Background: an optimization exercise with open tools, aiming at a short achievable clock period and few clock cycles per item. Do not read the settings as production practice. Function was checked by simulation only, so behaviour that the tests miss may differ from the original.

==> 06-02 <==
Design sensor_reading_band_statistics, start of the top module:
module sensor_reading_band_statistics #(
    parameter int unsigned MAX_READINGS = 1024
) (
    input  wire logic               i_clk,
    input  wire logic               i_rst_n,
    input  wire logic               i_valid,
    output logic                    o_ready,
    input  wire logic signed [15:0] i_reading,
    input  wire logic               i_last,
    output logic                    o_valid,
    input  wire logic               i_ready,
    output logic [srbs_pkg::LIMIT_W-1:0] o_min_reading,
    output logic [srbs_pkg::LIMIT_W-1:0] o_max_reading,
    output logic [srbs_pkg::LIMIT_W-1:0] o_avg_reading,
    output logic [srbs_pkg::CNT_W-1:0]   o_valid_count,
    output logic [srbs_pkg::CNT_W-1:0]   o_skipped_count,
    output logic [srbs_pkg::CNT_W-1:0]   o_normal_count,
    output logic [srbs_pkg::CNT_W-1:0]   o_warning_count,
    output logic [srbs_pkg::CNT_W-1:0]   o_critical_count,
    output logic [srbs_pkg::CNT_W-1:0]   o_shutdown_count,
    output logic [srbs_pkg::POS_W-1:0]   o_first_alarm_index,
    output logic                    o_alarm_seen,
    output logic                    o_batch_empty,
    input  wire logic               psel,
    input  wire logic               penable,
  ...
clock: 6.0 ns
lec_check: 0
cap_margin: 20
core_margin: 2
core_utilization: 50
setup_slack_margin: 4.0
slew_margin: 20
tns_end_percent: 100
run.sh (not shown) runs the stock make flow with config.mk's settings and CLKGATE_MAP_FILE= SYNTH_SCRIPT=/design/flow/synth_recipe.tcl, a recipe that flattens the netlist after the stock synthesis.
==> inputs of 06-07, as changes to 06-02 <==
--- a/flow/design.v
+++ b/flow/design.v
@@ -117,13 +117,13 @@
     localparam int unsigned LW = srbs_pkg::LIMIT_W;   
     localparam int unsigned CW = srbs_pkg::CNT_W;     
     localparam int unsigned PW = srbs_pkg::POS_W;     
     localparam int unsigned SW = srbs_pkg::SUM_W;     
     localparam int unsigned QW = LW;        
     localparam int unsigned RW = CW - 1;    
-    localparam int unsigned QD    = 6;
+    localparam int unsigned QD    = 5;
     localparam int unsigned QPW   = 3;
     srbs_pkg::t_cfg cfg;
     srbs_regs u_regs (
         .i_clk   (i_clk),
         .i_rst_n (i_rst_n),
         .psel    (psel),
@@ -135,21 +135,15 @@
         .pready  (pready),
         .o_cfg   (cfg)
     );
     logic          r_ready;
     logic          r0_v, r0_last;
     logic [15:0]   r0_rd;
-    always_ff @(posedge i_clk) begin
-        if (!i_rst_n) begin
-            r0_v <= 1'b0;
-        end else begin
-            r0_v <= i_valid && r_ready;
-        end
-        r0_last <= i_last;
-        r0_rd   <= i_reading;
-    end
+    assign r0_v    = i_valid && r_ready;
+    assign r0_last = i_last;
+    assign r0_rd   = i_reading;
     assign o_ready = r_ready;
     logic          r1_v, r1_last, r1_ok, r1_alarm;
     logic [LW-1:0] r1_val;
     logic [3:0]    r1_band;    
     logic [LW-1:0] c_val;
     logic          le_n, le_w, le_c;
CORE_UTILIZATION = 60   (was 50)
CTS_CLUSTER_DIAMETER = 100   (was unset)
CTS_CLUSTER_SIZE = 28   (was unset)
SETUP_SLACK_MARGIN = 3.7   (was 4.0)
==> notes.md <==
In 06-07 the register-to-register slack is better than in 06-02, by 0.03 ns.
Against 06-02, the first-iteration DRC count of 06-07 is lower by 34%.
In 06-07 the clock skew is lower than in 06-02, by 0.014 ns.
Of 06-02 and 06-07, 06-07 has the higher setup slack (gap 0.082 ns).
Testbench counts of 06-02, summed over its fixed seeds: cycles 12,619, batches 384.
Testbench counts of 06-07, summed over its fixed seeds: cycles 12,618, batches 384.

* * *

==> inputs of violet <==
Another version of the RTL of sensor_reading_band_statistics (not shown whole).
Settings: LEC_CHECK=0, CAP_MARGIN=20, CORE_MARGIN=2, CORE_UTILIZATION=70, CTS_CLUSTER_DIAMETER=100, CTS_CLUSTER_SIZE=28, SETUP_SLACK_MARGIN=3.7, SLEW_MARGIN=20, TNS_END_PERCENT=100; clock period 6.0 ns.
==> zinc (differences from violet) <==
Settings changed: CORE_UTILIZATION 70 to 60, CTS_CLUSTER_DIAMETER 100 to 70, CTS_CLUSTER_SIZE 28 to 34.
==> onyx (differences from violet) <==
Settings changed: CORE_UTILIZATION 70 to 60, CTS_CLUSTER_DIAMETER 100 to 80, CTS_CLUSTER_SIZE 28 to 24.
==> notes <==
violet ran to the end with no violations. onyx produced a clean layout. zinc completed with no timing, DRC or antenna violations.
Synthesized cell count is the same in zinc and onyx.
In onyx the register-to-register slack is higher than in violet, by 0.03 ns.
Sequential share of layout area: violet > onyx > zinc.
Final area, highest first: zinc, onyx, violet.
Testbench counts of violet, summed over its fixed seeds: cycles 12,611, batches 384.
Testbench counts of zinc, summed over its fixed seeds: cycles 12,611, batches 384.
Testbench counts of onyx, summed over its fixed seeds: cycles 12,611, batches 384.

[afterwards: timing with drivers on the ports]
In the flow no input, the clock included, has a driving cell. The finished layouts below were timed again as built, in two steps.
Step 1, drivers: a clkbuf_16 drives i_clk and a buf_2 each remaining input, both assumed.
Step 2 adds t to the input delays and takes it off the output delays; t is the mean of the earliest and latest rising clock arrival at the registers after step 1. Input paths then give back, and output paths get back, about the clock's delay inside the block.
a / b / c = ideal ports / drivers / drivers and shift; a / b = the first two.
run	t (ns)	setup slack, ns	worst hold slack (ns)	slew at the worst register clock pin (ns)	cell pins on the clock port's net
06-02	0.926	3.415 / 3.316 / 3.014	0.346 / 0.346 / 0.346	0.07 / 0.07	1
06-07	0.806	3.496 / 3.425 / 3.004	0.380 / 0.380 / 0.380	0.12 / 0.12	1
violet	0.793	3.501 / 3.425 / 2.884	0.351 / 0.351 / 0.351	0.12 / 0.12	1
zinc	0.828	3.495 / 3.413 / 2.842	0.367 / 0.367 / 0.367	0.12 / 0.12	1
onyx	0.811	3.487 / 3.408 / 2.866	0.366 / 0.366 / 0.366	0.10 / 0.10	1
After both steps setup and hold are still met in every run listed. The setup slack of zinc, which loses most, moves by -0.082 ns with the drivers and by -0.653 ns with both steps.
